This is an optimization exercise on Yosys and OpenROAD, whose aim is small area and a short achievable clock period, not a production implementation. In this exercise RTL edits were held to simulation tests only and were not proved equivalent to the original. Power figures rest on the tool's default switching activity, not on a simulated workload.

==> design/flow/design.v <==
package pond_data_pkg;
  localparam int pond_depth = 32;
  typedef logic [15:0] word_t;
  typedef logic [$clog2(pond_depth)-1:0] mem_addr_t;
  typedef logic [15:0] cycle_t;
  typedef struct packed {
    logic      valid;
    mem_addr_t addr;
  } access_t;
endpackage
package pond_cfg_pkg;
  localparam int loop_levels = 2;
  typedef enum logic {
    level_inner,
    level_outer
  } level_e;
  typedef struct packed {
    logic [1:0]                   dimensionality;  
    logic [loop_levels-1:0][15:0] ranges;          
  } loop_cfg_t;
  typedef struct packed {
    logic [4:0] start;
    logic [4:0] stride_inner;
    logic [4:0] stride_outer;  
  } addr_cfg_t;
  typedef struct packed {
    logic [15:0] start;
    logic [15:0] stride_inner;
    logic [15:0] stride_outer;
  } sched_cfg_t;
  typedef struct packed {
    loop_cfg_t  loop;
    addr_cfg_t  addr;
    sched_cfg_t sched;
  } accessor_cfg_t;
endpackage
module loop_iter
#(
  parameter int count_width = 16
) (
  input  logic      clk,
  input  logic      rst_n,
  input  logic      en,
  input  logic      flush,
  input  logic      step,
  input  pond_cfg_pkg::loop_cfg_t cfg,
  output pond_cfg_pkg::level_e    level,
  output logic      restart
);
  logic [pond_cfg_pkg::loop_levels-1:0][count_width-1:0] cnt;
  logic [pond_cfg_pkg::loop_levels-1:0]                  maxed;
  always_comb begin
    for (int i = 0; i < pond_cfg_pkg::loop_levels; i++) begin
      maxed[i] = (cfg.dimensionality <= i) ||
                 (cnt[i] == count_width'(cfg.ranges[i]));
    end
  end
  assign level   = maxed[0] ? pond_cfg_pkg::level_outer : pond_cfg_pkg::level_inner;
  assign restart = &maxed;  
  always_ff @(posedge clk or negedge rst_n) begin
    if (!rst_n) begin
      cnt <= '0;
    end else if (en) begin
      if (flush || (step && restart)) begin
        cnt <= '0;
      end else if (step) begin
        if (level == pond_cfg_pkg::level_inner) begin
          cnt[0] <= cnt[0] + 1'b1;
        end else begin
          cnt[0] <= '0;  
          cnt[1] <= cnt[1] + 1'b1;
        end
      end
    end
  end
endmodule
module stride_addr_gen
#(
  parameter int addr_width = 5
) (
  input  logic                  clk,
  input  logic                  rst_n,
  input  logic                  en,
  input  logic                  flush,
  input  logic                  step,
  input  logic                  restart,
  input  pond_cfg_pkg::level_e                level,
  input  logic [addr_width-1:0] start_addr,
  input  logic [addr_width-1:0] stride_inner,
  input  logic [addr_width-1:0] stride_outer,
  output logic [addr_width-1:0] addr
);
  logic [addr_width-1:0] offset;
  logic [addr_width-1:0] stride;
  assign stride = (level == pond_cfg_pkg::level_outer) ? stride_outer : stride_inner;
  assign addr   = start_addr + offset;  
  always_ff @(posedge clk or negedge rst_n) begin
    if (!rst_n) begin
      offset <= '0;
    end else if (en) begin
      if (flush || (step && restart)) begin
        offset <= '0;
      end else if (step) begin
        offset <= offset + stride;
      end
    end
  end
endmodule
module sched_gen
(
  input  logic   clk,
  input  logic   rst_n,
  input  logic   en,
  input  logic   flush,
  input  logic   restart,
  input  pond_cfg_pkg::level_e level,
  input  pond_data_pkg::cycle_t cycle_count,
  input  pond_data_pkg::cycle_t start_cycle,
  input  pond_data_pkg::cycle_t stride_inner,
  input  pond_data_pkg::cycle_t stride_outer,
  output logic   fire
);
  pond_data_pkg::cycle_t sched_cycle;
  logic   done;
  stride_addr_gen #(
    .addr_width(16)  
  ) u_sched_addr (
    .clk          (clk),
    .rst_n        (rst_n),
    .en           (en),
    .flush        (flush),
    .step         (fire),
    .restart      (restart),
    .level        (level),
    .start_addr   (start_cycle),
    .stride_inner (stride_inner),
    .stride_outer (stride_outer),
    .addr         (sched_cycle)
  );
  assign fire = en && !flush && !done && (cycle_count == sched_cycle);
  always_ff @(posedge clk or negedge rst_n) begin
    if (!rst_n) begin
      done <= 1'b0;
    end else if (en) begin
      if (flush) begin
        done <= 1'b0;
      end else if (fire && restart) begin
        done <= 1'b1;
      end
    end
  end
endmodule
module pond_accessor
#(
  parameter int count_width = 16
) (
  input  logic          clk,
  input  logic          rst_n,
  input  logic          en,
  input  logic          flush,
  input  pond_data_pkg::cycle_t        cycle_count,
  input  pond_cfg_pkg::accessor_cfg_t cfg,
  output pond_data_pkg::access_t       access
);
  pond_cfg_pkg::level_e    level;
  logic      restart;
  logic      fire;
  pond_data_pkg::mem_addr_t addr;
  loop_iter #(
    .count_width (count_width)
  ) u_loop_iter (
    .clk     (clk),
    .rst_n   (rst_n),
    .en      (en),
    .flush   (flush),
    .step    (fire),
    .cfg     (cfg.loop),
    .level   (level),
    .restart (restart)
  );
  stride_addr_gen #(
    .addr_width (5)  
  ) u_addr_gen (
    .clk          (clk),
    .rst_n        (rst_n),
    .en           (en),
    .flush        (flush),
    .step         (fire),
    .restart      (restart),
    .level        (level),
    .start_addr   (cfg.addr.start),
    .stride_inner (cfg.addr.stride_inner),
    .stride_outer (cfg.addr.stride_outer),
    .addr         (addr)
  );
  sched_gen u_sched_gen (
    .clk          (clk),
    .rst_n        (rst_n),
    .en           (en),
    .flush        (flush),
    .restart      (restart),
    .level        (level),
    .cycle_count  (cycle_count),
    .start_cycle  (cfg.sched.start),
    .stride_inner (cfg.sched.stride_inner),
    .stride_outer (cfg.sched.stride_outer),
    .fire         (fire)
  );
  assign access.valid = fire && (cfg.loop.dimensionality != '0);
  assign access.addr  = addr;
endmodule
module pond_mem
(
  input  logic      clk,
  input  logic      en,
  input  pond_data_pkg::access_t   wr,
  input  pond_data_pkg::word_t     wr_data,
  input  pond_data_pkg::mem_addr_t rd_addr,
  output pond_data_pkg::word_t     rd_data
);
  pond_data_pkg::word_t mem [pond_data_pkg::pond_depth];
  always_ff @(posedge clk) begin
    if (en && wr.valid) begin
      mem[wr.addr] <= wr_data;
    end
  end
  assign rd_data = mem[rd_addr];
endmodule
module pond_top
#(
  parameter int count_width = 16
) (
  input  logic          clk,
  input  logic          rst_n,
  input  logic          clk_en,
  input  logic          tile_en,
  input  logic          flush,
  input  logic [15:0]   data_in,
  input  logic [96:0]   write_cfg,  
  input  logic [96:0]   read_cfg,   
  output logic [15:0]   data_out,
  output logic          data_out_valid
);
  pond_cfg_pkg::accessor_cfg_t write_cfg_s;
  pond_cfg_pkg::accessor_cfg_t read_cfg_s;
  assign write_cfg_s = write_cfg;
  assign read_cfg_s  = read_cfg;
  logic    en;
  pond_data_pkg::cycle_t  cycle_count;
  pond_data_pkg::access_t write_access;
  pond_data_pkg::access_t read_access;
  assign en = clk_en && tile_en;
  always_ff @(posedge clk or negedge rst_n) begin
    if (!rst_n) begin
      cycle_count <= '0;
    end else if (en) begin
      if (flush) begin
        cycle_count <= '0;
      end else begin
        cycle_count <= cycle_count + 1'b1;  
      end
    end
  end
  pond_accessor #(
    .count_width (count_width)
  ) u_write_acc (
    .clk         (clk),
    .rst_n       (rst_n),
    .en          (en),
    .flush       (flush),
    .cycle_count (cycle_count),
    .cfg         (write_cfg_s),
    .access      (write_access)
  );
  pond_accessor #(
    .count_width (count_width)
  ) u_read_acc (
    .clk         (clk),
    .rst_n       (rst_n),
    .en          (en),
    .flush       (flush),
    .cycle_count (cycle_count),
    .cfg         (read_cfg_s),
    .access      (read_access)
  );
  pond_mem u_mem (
    .clk     (clk),
    .en      (en),
    .wr      (write_access),
    .wr_data (data_in),
    .rd_addr (read_access.addr),
    .rd_data (data_out)
  );
  assign data_out_valid = read_access.valid;
endmodule
==> design/flow/run.sh <==
#!/bin/bash
# synth_recipe.tcl (not shown) runs the flow's synth.tcl, then flattens the netlist and writes it again
# the make line also repeats each setting of config.mk as NAME=value (left out here)
make -C /OpenROAD-flow-scripts/flow DESIGN_CONFIG=/design/flow/config.mk WORK_HOME=/design/flow/orfs CLKGATE_MAP_FILE= SYNTH_SCRIPT=/design/flow/synth_recipe.tcl finish
==> design/flow/config.mk <==
export PLATFORM = sky130hd
export DESIGN_NAME = pond_top
export DESIGN_NICKNAME = pond_top
export VERILOG_FILES = /design/flow/design.v
export SDC_FILE = /design/flow/constraint.sdc
export NUM_CORES = 4
export LEC_CHECK = 0
export CAP_MARGIN = 20
export CORE_MARGIN = 2
export CORE_UTILIZATION = 40
export SLEW_MARGIN = 20
==> design/flow/constraint.sdc <==
create_clock -name core_clock -period 5.5 [get_ports {clk}]
set_input_delay 1.1000 -clock core_clock [delete_from_list [all_inputs] [get_ports {clk}]]
set_output_delay 1.1000 -clock core_clock [all_outputs]
set_load 0.01 [all_outputs]
==> impl_metrics.ini <==
[outcome]
outcome = finished clean

[timing]
tightest_slew_ps = 1130
hold-worst-slack_ps = 523
finalHoldViolations = 0
clock.fmax_mhz = 184
slew_viol_final = 0
worst_clock_skew_ps = 21.6
final.setup.tns_ps = 0
finalCritPeriodShare_pct = 99.0
setup_viol = 0
max_slew_margin_pct = 24.4
period_minus_slack_ps = 5440

[placed_design]
place.detailed.hpwl_um = 55000
number_of_i_o_port_buffers = 231
placedInstanceArea_sq_um = 36000
place.detailed.instances = 3419
gp_routability_congestion = 0.851

[die]
starting_utilization_of_the_core_area_pct = 40.2
boundaryPins = 232
fp.coreArea_sq_um = 77100
core.rowCount = 102
die_area_sq_um = 79700
vertical_die_dimension_um = 282
chipWidth_um = 282

[drt]
drt-wirelength-per-cell_um = 23.4
route.antenna.remaining_nets = 0
detail_route.vias_per_cell = 5.56
totalWireLength_um = 83500
initialDrtViolationCount = 1510
drcViolationCount = 0
via_count = 19800
total_iterations_of_the_first_detailed_routing_run = 5

[layout]
layout.cells.most_common = sky130_fd_sc_hd__edfxtp_1
syn2layout_area_growth_pct = 24.7
post_layout_nonfiller_instances = 3563
ff_latch_area_sq_um = 18500
fin_nets = 2770
postLayoutCellArea_sq_um = 38600
multiInputGateArea_sq_um = 12000
nFillCells = 6533
highest_count_cells_in_the_layout_ignoring_fill_and_taps = sky130_fd_sc_hd__edfxtp_1, sky130_fd_sc_hd__clkdlybuf4s50_1, sky130_fd_sc_hd__mux4_2, sky130_fd_sc_hd__dfrtp_1, sky130_fd_sc_hd__xnor2_1
drive_gt1_share_pct = 20.6

[clocking]
clkTransAtPathRegs_ps = 50
htree_levels = 3
cts.root.buffer_cell = sky130_fd_sc_hd__clkbuf_16
cts_tree = done
insertion_delay_ps = 620
cts_sinks = 636
cts-buffers-inserted = 71
clock_path_buffers = 3

[pwr]
power_uw = 11100
switching_power_uw = 2510
comb_power_share_pct = 9.0
p_seq_share_pct = 47.3
internal-power_uw = 8620
switching_share_pct = 22.5
p_per_area_nw_per_um2 = 288
vdd_ir_drop_max_v = 0.000188
static-leakage-power_uw = 0.0139
clock_power_share_pct = 43.7

[logic_synthesis]
syn_inst = 2102
syn-mean-instance-area_sq_um = 14.7
mappedNetlistArea_sq_um = 31000
dominantRegCellSynth = sky130_fd_sc_hd__edfxtp_1
synth_edf_count = 512
asyncSetResetFlopFracSynth_pct = 19.5
count_of_different_cell_masters_after_synthesis = 74
synth_nets = 2406
yosysSeqAreaShare_pct = 59.7
ys_ff_latch = 636
yosys_warnings = 6

[setup_path]
r2r_start = u_read_acc.u_loop_iter.cnt[2]$_DFFE_PN0P_
cp.required_ps = 4400
most_prevalent_standard_cell_on_the_critical_path = sky130_fd_sc_hd__mux4_2
worstSetupStartpointType = input port
crit_path_cell_trace = dlygate4sd2_1 > ha_4 > fa_4 > buf_12 > buf_4 > mux4_2 > mux4_2 > mux2_2 > clkdlybuf4s50_1
cpPeakStageDelay_ps = 900
timing_worst_setup_path_type = input port to output port
critPathMaxFanout = 7
worst_path_max_delay_cell = sky130_fd_sc_hd__fa_4
worst_r2r_endpoint = u_read_acc.u_sched_gen.u_sched_addr.offset[15]$_DFFE_PN0P_
setup.reg_to_reg.worst_slack_ps = 1080
worstSetupEndpointType = output port
cp.arrival_ps = 4340
worstRegToRegCells = 16

[global_routing]
grt_start_max_net_pins = 78
grt_pass1_wl_um = 126000
grt.overflow.total = 0
globalRouteTotalUtil_pct = 21.1
grt_antenna_before_repair = 2
grt_pass1_vias = 20300

[hold_path]
min_path_type = input port to async pin

[job]
drv.max_cap_violation_count = 0
==> synth_stat cells, types with 11 or more instances <==
cell type	n	area, sq um
sky130_fd_sc_hd__nand4_1	21	131
sky130_fd_sc_hd__and3_1	36	225
sky130_fd_sc_hd__edfxtp_1	512	15400
sky130_fd_sc_hd__ha_1	81	1010
sky130_fd_sc_hd__nor2b_1	29	181
sky130_fd_sc_hd__a21o_1	25	188
sky130_fd_sc_hd__o211ai_1	15	113
sky130_fd_sc_hd__inv_1	60	225
sky130_fd_sc_hd__clkbuf_1	71	267
sky130_fd_sc_hd__xor2_1	39	342
sky130_fd_sc_hd__mux4_2	160	3600
sky130_fd_sc_hd__buf_1	12	45.0
sky130_fd_sc_hd__o21ai_0	71	355
sky130_fd_sc_hd__o21ai_1	18	90.1
sky130_fd_sc_hd__nor3_1	40	200
sky130_fd_sc_hd__mux2i_1	15	150
sky130_fd_sc_hd__a22o_1	55	482
sky130_fd_sc_hd__a31oi_1	12	75.1
sky130_fd_sc_hd__nand3_1	65	325
sky130_fd_sc_hd__a211oi_1	11	82.6
sky130_fd_sc_hd__mux2_2	57	642
sky130_fd_sc_hd__nor2_1	114	428
sky130_fd_sc_hd__dfrtp_1	124	3100
sky130_fd_sc_hd__nand2b_1	15	93.8
sky130_fd_sc_hd__xnor2_1	121	1060
sky130_fd_sc_hd__nor4_1	18	113
sky130_fd_sc_hd__nand2_1	68	255
sky130_fd_sc_hd__and2_1	16	100
sky130_fd_sc_hd__a21oi_1	90	450
==> final cells by class <==
type                            count  area share, %
Multi-Input combinational cell   1315           31.2
Clock buffer                       90           4.95
Antenna cell                        1        0.00648
Timing Repair Buffer              381           10.7
Clock inverter                     39           1.31
Inverter                           61          0.593
Sequential cell                   636           47.9
Tap cell                         1040           3.37
==> layer usage <==
metal  vias up  GRT usage (%)  routed length [um]
li1       8972              -                   -
met2       549           37.3               43200
met1     10200           27.4               34500
met5         -              0                  13
met3       115           3.34                3990
met4         2           5.03                1790
==> logic make-up after synthesis <==
group                    after synthesis  synth area share, %
XOR/XNOR                             163                 4.74
multiplexers                         232                 14.2
AND/OR/NAND/NOR                      468                 7.87
flip-flops                           636                 59.7
adder cells (fa/ha/maj)               89                 3.79
AO/OA/AOI/OAI                        363                 7.83
buffers and inverters                151                 1.91
==> critical path: cells and delay by family <==
kind / cells / cell delay, ps
muxes: 3 / 1110
adders and majority gates: 2 / 1070
buffers and inverters: 4 / 1050
==> state kept, by name (all words and copies together) (netlist names) <==
signal / cells
u_mem.mem: 512
u_read_acc.u_loop_iter.cnt: 32
u_write_acc.u_loop_iter.cnt: 32
cycle_count: 16
u_read_acc.u_sched_gen.u_sched_addr.offset: 16
u_write_acc.u_sched_gen.u_sched_addr.offset: 16
u_read_acc.u_addr_gen.offset: 5
u_write_acc.u_addr_gen.offset: 5
u_read_acc.u_sched_gen.done: 1
u_write_acc.u_sched_gen.done: 1
==> worst max-delay path by stage <==
stage	from	to	depth (start not counted)
finish	read_cfg[58]	data_out[1]	9
global placement	read_cfg[32]	data_out_valid	14
floorplan	write_cfg[32]	u_mem.mem[13][0]$_DFFE_PP_	13
detailed placement	read_cfg[32]	data_out_valid	14
CTS	read_cfg[58]	data_out[1]	9
global route	read_cfg[32]	data_out_valid	16
==> repair_timing <==
| action | 4_1_cts | 5_1_grt |
|---|---|---|
| gates cloned | 2 | 0 |
| pin swaps | 4 | 8 |
| resized for setup | 23 | 8 |
| setup buffers | 9 | 3 |
| endpoints found under the setup margin | 17 | 2 |
| hold buffers | 0 | 0 |
==> power groups by stage <==
stage / combinational [uW] / clock (uW) / sequential (uW)
floorplan: 539 / 0 / 5330
global route: 1090 / 5160 / 5270
global placement: 981 / 0 / 5360
CTS: 1010 / 4970 / 5260
detailed placement: 998 / 0 / 5360
finish: 1000 / 4860 / 5260
==> stage by stage <==
| step | setup WS (ps) | utilization, % |
|---|---|---|
| after global placement | -458 | 46.7 |
| after floorplan | 507 | - |
| after detailed placement | -448 | 46.7 |
| final | 56.4 | 50.1 |
| after CTS | 14.4 | 50.0 |
| after global routing | -27.9 | 50.1 |

==> static timing again, ports no longer ideal <==
How much do the figures lean on ideal ports? The routed layout below was timed once more, with nothing changed but the port constraints. Step 1 sets driving cells, clkbuf_16 on the clock port and buf_2 on the other inputs (assumed; they add their load-dependent delay and slew). Step 2 moves the port delays by t, midway between the first and last clock arrival at a register: inputs arrive t later, outputs are due t later. That takes back most of the time a late clock gives input paths. Three values: no drivers, after step 1, after step 2; two values: the first two.
shift t [ns]: 0.673
setup slack, ns: 0.056 / 0.038 / 0.007
hold slack, ns: 0.523 / 0.498 / 0.549
latest minus earliest clock arrival (ns): 0.027 / 0.027
After both steps setup and hold are still met in this run. The setup slack of this run moves by -0.018 ns with the drivers and by -0.049 ns with both steps.
